Context: an optimization exercise on an open-source flow, tuned for small area, a short achievable clock period and few clock cycles per item. The choices shown serve that exercise and are no tape-out recipe. The RTL was checked by simulation tests, not by an equivalence proof against the original design.

==> design/flow/design.v <==
`default_nettype none
module alu_vec_pipe #(
    parameter int LANES = 4,
    parameter int WIDTH = 16,
    parameter int DEPTH = 2
) (
    input  logic                     clk,
    input  logic                     rst,
    input  logic                     in_valid,
    output logic                     in_ready,
    input  logic [3:0]               opcode,
    input  logic [LANES-1:0]         lane_mask,
    input  logic [LANES*WIDTH-1:0]   a,
    input  logic [LANES*WIDTH-1:0]   b,
    input  logic                     signed_mode,
    output logic                     out_valid,
    input  logic                     out_ready,
    output logic [LANES*2*WIDTH-1:0] result,
    output logic [LANES-1:0]         a_greater,
    output logic [LANES-1:0]         a_equal,
    output logic [LANES-1:0]         a_less,
    output logic [LANES-1:0]         out_mask
);
    localparam int RW  = 2 * WIDTH;
    localparam int SHW = $clog2(WIDTH) + 1;
    localparam logic [3:0] OP_ADD  = 4'd0;
    localparam logic [3:0] OP_SUB  = 4'd1;
    localparam logic [3:0] OP_MUL  = 4'd2;
    localparam logic [3:0] OP_AND  = 4'd3;
    localparam logic [3:0] OP_OR   = 4'd4;
    localparam logic [3:0] OP_XOR  = 4'd5;
    localparam logic [3:0] OP_NOT  = 4'd6;
    localparam logic [3:0] OP_SHL  = 4'd7;
    localparam logic [3:0] OP_SHR  = 4'd8;
    localparam logic [3:0] OP_MIN  = 4'd9;
    localparam logic [3:0] OP_MAX  = 4'd10;
    localparam logic [3:0] OP_PASS = 4'd11;
    localparam logic [3:0] OP_MAC  = 4'd12;
    localparam logic [3:0] OP_CLR  = 4'd13;
    logic             sgn;
    logic             accept;
    logic             go;
    logic [DEPTH-1:0] move;
    logic [LANES*RW-1:0] lane_res;
    logic [LANES-1:0]    lane_gt;
    logic [LANES-1:0]    lane_eq;
    logic [LANES-1:0]    lane_lt;
    logic [DEPTH-1:0]    vld_q, vld_d;
    logic [LANES*RW-1:0] res_q [DEPTH];
    logic [LANES*RW-1:0] res_d [DEPTH];
    logic [LANES-1:0]    gt_q  [DEPTH];
    logic [LANES-1:0]    gt_d  [DEPTH];
    logic [LANES-1:0]    eq_q  [DEPTH];
    logic [LANES-1:0]    eq_d  [DEPTH];
    logic [LANES-1:0]    lt_q  [DEPTH];
    logic [LANES-1:0]    lt_d  [DEPTH];
    logic [LANES-1:0]    msk_q [DEPTH];
    logic [LANES-1:0]    msk_d [DEPTH];
    assign sgn = signed_mode;
    always_comb begin
        move = '0;
        go   = out_ready;
        for (int k = DEPTH - 1; k >= 0; k--) begin
            move[k] = vld_q[k] & go;
            go      = ~vld_q[k] | move[k];
        end
    end
    assign in_ready = ~rst & (~vld_q[0] | move[0]);
    assign accept   = in_valid & in_ready;
    for (genvar l = 0; l < LANES; l++) begin : g_lane
        logic [WIDTH-1:0] op_a, op_b;
        logic [RW-1:0]    ax, bx, prod, res;
        logic [RW-1:0]    acc_q, acc_d;
        logic [SHW-1:0]   sh;
        logic             a_lt, a_eq;
        assign op_a = a[l*WIDTH +: WIDTH];
        assign op_b = b[l*WIDTH +: WIDTH];
        assign ax   = sgn ? {{WIDTH{op_a[WIDTH-1]}}, op_a} : {{WIDTH{1'b0}}, op_a};
        assign bx   = sgn ? {{WIDTH{op_b[WIDTH-1]}}, op_b} : {{WIDTH{1'b0}}, op_b};
        assign sh   = op_b[SHW-1:0];
        assign prod = ax * bx;
        assign a_lt = $signed(ax) < $signed(bx);
        assign a_eq = (ax == bx);
        always_comb begin
            res   = '0;
            acc_d = acc_q;
            case (opcode)
                OP_ADD:  res = ax + bx;
                OP_SUB:  res = ax - bx;
                OP_MUL:  res = prod;
                OP_AND:  res = ax & bx;
                OP_OR:   res = ax | bx;
                OP_XOR:  res = ax ^ bx;
                OP_NOT:  res = {{WIDTH{1'b0}}, ~op_a};
                OP_SHL:  res = ax << sh;
                OP_SHR:  res = $signed(ax) >>> sh;
                OP_MIN:  res = a_lt ? ax : bx;
                OP_MAX:  res = a_lt ? bx : ax;
                OP_PASS: res = bx;
                OP_MAC: begin
                    res = acc_q + prod;
                    if (accept) acc_d = res;
                end
                OP_CLR: begin
                    res = '0;
                    if (accept) acc_d = '0;
                end
                default: res = '0;
            endcase
            if (!lane_mask[l]) begin
                res   = '0;
                acc_d = acc_q;
            end
        end
        always_ff @(posedge clk) begin
            if (rst) acc_q <= '0;
            else     acc_q <= acc_d;
        end
        assign lane_res[l*RW +: RW] = res;
        assign lane_gt[l] = lane_mask[l] & ~a_lt & ~a_eq;
        assign lane_eq[l] = lane_mask[l] & a_eq;
        assign lane_lt[l] = lane_mask[l] & a_lt;
    end
    always_comb begin
        vld_d = vld_q;
        for (int k = 0; k < DEPTH; k++) begin
            res_d[k] = res_q[k];
            gt_d[k]  = gt_q[k];
            eq_d[k]  = eq_q[k];
            lt_d[k]  = lt_q[k];
            msk_d[k] = msk_q[k];
        end
        if (accept) begin
            vld_d[0] = 1'b1;
            res_d[0] = lane_res;
            gt_d[0]  = lane_gt;
            eq_d[0]  = lane_eq;
            lt_d[0]  = lane_lt;
            msk_d[0] = lane_mask;
        end else if (move[0]) begin
            vld_d[0] = 1'b0;
        end
        for (int k = 1; k < DEPTH; k++) begin
            if (move[k-1]) begin
                vld_d[k] = 1'b1;
                res_d[k] = res_q[k-1];
                gt_d[k]  = gt_q[k-1];
                eq_d[k]  = eq_q[k-1];
                lt_d[k]  = lt_q[k-1];
                msk_d[k] = msk_q[k-1];
            end else if (move[k]) begin
                vld_d[k] = 1'b0;
            end
        end
    end
    always_ff @(posedge clk) begin
        if (rst) begin
            vld_q <= '0;
            for (int k = 0; k < DEPTH; k++) begin
                res_q[k] <= '0;
                gt_q[k]  <= '0;
                eq_q[k]  <= '0;
                lt_q[k]  <= '0;
                msk_q[k] <= '0;
            end
        end else begin
            vld_q <= vld_d;
            for (int k = 0; k < DEPTH; k++) begin
                res_q[k] <= res_d[k];
                gt_q[k]  <= gt_d[k];
                eq_q[k]  <= eq_d[k];
                lt_q[k]  <= lt_d[k];
                msk_q[k] <= msk_d[k];
            end
        end
    end
    assign out_valid = vld_q[DEPTH-1];
    assign result    = res_q[DEPTH-1];
    assign a_greater = gt_q[DEPTH-1];
    assign a_equal   = eq_q[DEPTH-1];
    assign a_less    = lt_q[DEPTH-1];
    assign out_mask  = msk_q[DEPTH-1];
endmodule
`default_nettype wire
==> design/flow/run.sh <==
#!/bin/bash
# synth_recipe.tcl (not shown) runs the flow's synth.tcl, then flattens the netlist and writes it again
# the make line also repeats each setting of config.mk as NAME=value (left out here)
make -C /OpenROAD-flow-scripts/flow DESIGN_CONFIG=/design/flow/config.mk WORK_HOME=/design/flow/orfs CLKGATE_MAP_FILE= SYNTH_SCRIPT=/design/flow/synth_recipe.tcl finish
==> design/flow/config.mk <==
export PLATFORM = sky130hd
export DESIGN_NAME = alu_vec_pipe
export DESIGN_NICKNAME = alu_vec_pipe
export VERILOG_FILES = /design/flow/design.v
export SDC_FILE = /design/flow/constraint.sdc
export NUM_CORES = 4
export LEC_CHECK = 0
export CAP_MARGIN = 20
export CORE_MARGIN = 2
export CORE_UTILIZATION = 40
export PLACE_DENSITY = 0.6
export SLEW_MARGIN = 20
==> design/flow/constraint.sdc <==
create_clock -name core_clock -period 11.0 [get_ports {clk}]
set_input_delay 2.2000 -clock core_clock [delete_from_list [all_inputs] [get_ports {clk}]]
set_output_delay 2.2000 -clock core_clock [all_outputs]
set_load 0.01 [all_outputs]
==> flow_metrics.py <==
metrics = {
    "run_status": {
        "run_status": "finished clean",
    },
    "setup_path": {
        "cpMostUsedCell": "sky130_fd_sc_hd__fa_1",
        "timing.critical_path.slowest_cell_delay_ns": 0.57,
        "timing.setup.critical_path_class": "in2reg",
        "critical_path.n_buffers_inverters": 11,
        "startpoint_class_of_the_critical_path": "primary input",
        "timing.critical_path.slowest_stage_cell": "sky130_fd_sc_hd__fa_1",
        "regToRegSetupSlack_ns": 6.98,
        "cell_class_contributing_the_biggest_share_of_worst_path_delay": "adder cells",
        "path_max_fanout": 10,
        "worst_setup_path_end_kind": "flip-flop",
        "critPathArrivalTime_ns": 11.35,
        "critPathRequiredTime_ns": 11.58,
    },
    "synth": {
        "post-synth-top-area-fraction_pct": 31.3,
        "ys.flop_type": "sky130_fd_sc_hd__dfxtp_1",
        "ys_warn_count": 11,
        "ys_types": 105,
        "syn_area_per_cell_um2": 8.24,
        "netlist_instances": 10884,
        "synth_compound_gate_area_share_pct": 18.1,
        "synthXorXnorAreaFrac_pct": 3.39,
        "postSynthNetCount": 13231,
        "synthTopCellsByCount": "1527 x sky130_fd_sc_hd__inv_1, 1400 x sky130_fd_sc_hd__fa_1, 1360 x sky130_fd_sc_hd__nor2_1, 1158 x sky130_fd_sc_hd__nand2_1, 806 x sky130_fd_sc_hd__ha_1",
        "async_reset_ff_share_pct": 0,
        "synth.most_common_cell": "sky130_fd_sc_hd__inv_1",
        "synthMuxAreaShare_pct": 3.20,
        "yosys.area_share.simple_pct": 14.2,
        "synthesis_stage_register_bit_count": 418,
        "synth_top_family_by_area": "adder cells",
        "synth.area.top_cells": "sky130_fd_sc_hd__fa_1 31%, sky130_fd_sc_hd__ha_1 11%, sky130_fd_sc_hd__dfxtp_1 9.3%, sky130_fd_sc_hd__inv_1 6.4%, sky130_fd_sc_hd__nor2_1 5.7%",
        "synth-edff-count": 0,
        "synth.largest_area_cell": "sky130_fd_sc_hd__fa_1",
        "synth_area_mm2": 0.0897,
        "seq_area_frac_synth_pct": 9.33,
        "synth_fa_ha_area_share_pct": 42.5,
    },
    "floorplan": {
        "floorplan.initialDensity_pct": 40.3,
        "core_area_mm2": 0.223,
        "die_height_um": 477,
        "rows": 173,
        "ioPinCount": 287,
        "die_w_um": 477,
        "design.die.area_mm2": 0.228,
    },
    "cts": {
        "clock_tree.root_cell": "sky130_fd_sc_hd__clkbuf_16",
        "path_clk_slew_ns": 0.06,
        "cts_max_level": 2,
        "postCtsSetupBuffers": 0,
        "cts_tree": "built",
        "cts_buffers": 51,
        "holdBufCountCts": 0,
        "clock_sink_count": 418,
        "clk_latency_ns": 0.70,
        "cts_max_path_buffers": 3,
        "cts_repair_resize_count": 0,
    },
    "detailed_routing": {
        "drt-wirelength-per-cell_um": 26.9,
        "wl_um": 400000,
        "route.detailed.drc": 0,
        "drt_pre_antenna_iters": 6,
        "vias": 86108,
        "detail-route-antenna-nets": 0,
        "vias_per_cell": 5.79,
        "drtIter0Drc": 8231,
    },
    "timing": {
        "fmaxAchievable_ghz": 0.0929,
        "fin_crit_ns": 10.77,
        "grt_setup_unrepaired": "no",
        "finalSetupViolCount": 0,
        "slew-limit-headroom_pct": 19.0,
        "hold_violations": 0,
        "timing_max_transition_violations_final": 0,
        "finalCritPeriodShare_pct": 97.9,
        "clock_skew_ns": 0.0362,
        "timing_worst_slew_pin_value_ns": 1.21,
        "whs_ns": 0.437,
    },
    "hold_path": {
        "hold_path.class": "reg2reg",
    },
    "placement": {
        "place.port_buffers": 286,
        "dp_hpwl_um": 329000,
        "globalplace.congestion": 1.02,
    },
    "global_route": {
        "initial_antenna_violation_count": 17,
        "grt.total_usage_pct": 34.2,
        "grt_pass1_vias": 87940,
        "wire_length_of_the_first_global_routing_pass_um": 584000,
        "largest_net_degree_at_the_start_of_global_routing": 90,
        "grt_overflow_total": 0,
    },
    "final_layout": {
        "final_nets": 14203,
        "syn_to_final_growth_pct": 17.9,
        "postLayoutCoreUtil_pct": 47.5,
        "post_route_cells_drive_above_1_share_pct": 13.4,
    },
    "run": {
        "max_cap_viol_count": 0,
    },
}
-- cell type report --
| cell class | count | area, um^2 |
|---|---|---|
| diodes | 7 | 17.5 |
| clock buffers | 61 | 1360 |
| clock inverters | 32 | 459 |
| fillers | 22062 | 117000 |
| inverters | 1564 | 5870 |
| multi-input cells | 8259 | 73200 |
| flip-flops and latches | 418 | 8370 |
| well taps | 2975 | 3720 |
| repair buffers | 1562 | 12800 |
-- logic make-up after synthesis --
kind of cell / Yosys count
buffers and inverters: 2207
AO/OA/AOI/OAI: 2442
flip-flops: 418
AND/OR/NAND/NOR: 3067
XOR/XNOR: 344
multiplexers: 200
adder cells (fa/ha/maj): 2206
-- flip-flops by register name, summed over array words and instances, names as in the netlist --
name and cells:
res_q 256, msk_q 8, g_lane.acc_q 128, eq_q 8, lt_q 8, vld_q 2
gt_q 8
-- layer usage --
metal | wire, um | up-vias | track usage [%]
met5 | 109 | - | 0
met4 | 21400 | 16 | 15.5
met3 | 33200 | 811 | 5.76
met2 | 179000 | 4001 | 54.4
met1 | 166000 | 43259 | 45.6
li1 | - | 38021 | -
-- path summary, 6_finish.rpt --
check	cells after the start	end	from
setup / recovery	35	res_q[0][30]	signed_mode
hold / removal	2	res_q[1][74]	res_q[0][74]
hold reg to reg	2	res_q[1][74]	res_q[0][74]
setup reg to reg	14	g_lane[3].acc_q[30]	g_lane[3].acc_q[0]
-- placed cells by master (no fill, tap or decap), types with 27 or more instances in the layout --
cell type / n
sky130_fd_sc_hd__nand3_1: 112
sky130_fd_sc_hd__and2_1: 36
sky130_fd_sc_hd__o211ai_1: 66
sky130_fd_sc_hd__o21a_1: 62
sky130_fd_sc_hd__and3_1: 36
sky130_fd_sc_hd__buf_4: 1242
sky130_fd_sc_hd__a211o_1: 37
sky130_fd_sc_hd__or3_1: 27
sky130_fd_sc_hd__nor2_1: 1354
sky130_fd_sc_hd__o22ai_1: 50
sky130_fd_sc_hd__mux2i_1: 122
sky130_fd_sc_hd__a221o_1: 44
sky130_fd_sc_hd__o221ai_1: 28
sky130_fd_sc_hd__a31oi_1: 69
sky130_fd_sc_hd__clkdlybuf4s50_1: 267
sky130_fd_sc_hd__xor2_1: 78
sky130_fd_sc_hd__xnor2_1: 258
sky130_fd_sc_hd__a211oi_1: 126
sky130_fd_sc_hd__a21o_1: 149
sky130_fd_sc_hd__dfxtp_1: 418
sky130_fd_sc_hd__o31ai_1: 39
sky130_fd_sc_hd__o2111ai_1: 30
sky130_fd_sc_hd__ha_1: 806
sky130_fd_sc_hd__o21bai_1: 62
sky130_fd_sc_hd__nand2b_1: 74
sky130_fd_sc_hd__nor2b_1: 38
sky130_fd_sc_hd__inv_1: 1525
sky130_fd_sc_hd__a22o_1: 29
sky130_fd_sc_hd__nor3_1: 90
sky130_fd_sc_hd__a22oi_1: 147
sky130_fd_sc_hd__mux4_2: 68
sky130_fd_sc_hd__fa_1: 1397
sky130_fd_sc_hd__clkbuf_16: 51
sky130_fd_sc_hd__buf_12: 33
sky130_fd_sc_hd__nand2_1: 1152
sky130_fd_sc_hd__a221oi_1: 126
sky130_fd_sc_hd__a21oi_1: 741
sky130_fd_sc_hd__o21ai_0: 392
-- tightest hold or removal path, stage by stage (launching register included) --
cell                      delay, ns
sky130_fd_sc_hd__dfxtp_1       0.31
sky130_fd_sc_hd__nand2_1       0.05
sky130_fd_sc_hd__a21oi_1       0.05
-- per-stage QoR --
stage,instance area [um^2],instances,setup TNS [ns],worst slack (ns)
after detailed placement,104000,14778,-12.92,-0.492
after global routing,106000,14872,0,0.00272
final,106000,14878,0,0.234
after CTS,106000,14871,0,0.199
after global placement,104000,14778,-9.48,-0.445
after floorplan,89700,10884,-0.000158,-0.000158
Testbench counts, summed over its fixed seeds: cycles 16,016, items 16,000.

-- re-timing with driven ports --
No port has a modelled driver above. Below, the same layout with a new extraction and two added sets of constraints. Step 1 sets driving cells, clkbuf_16 on the clock port and buf_2 on the other inputs (assumed; they add their load-dependent delay and slew). Step 2 also shifts input and output timing later by t, the mid clock arrival at the registers, as if the neighbouring blocks saw the same clock. Three values: ideal, step 1, step 2; two values: the first two.
t, ns: 0.766
setup WS [ns]: 0.234 / 0.290 / -0.475
worst setup path after step 2: input to register
worst slew at a driven data input, ns: 0.08
cell pins on the clock port's net: 1
Met with ideal ports but missed after step 2: setup timing in this run. The setup slack of this run moves by +0.056 ns with the drivers and by -0.709 ns with both steps.
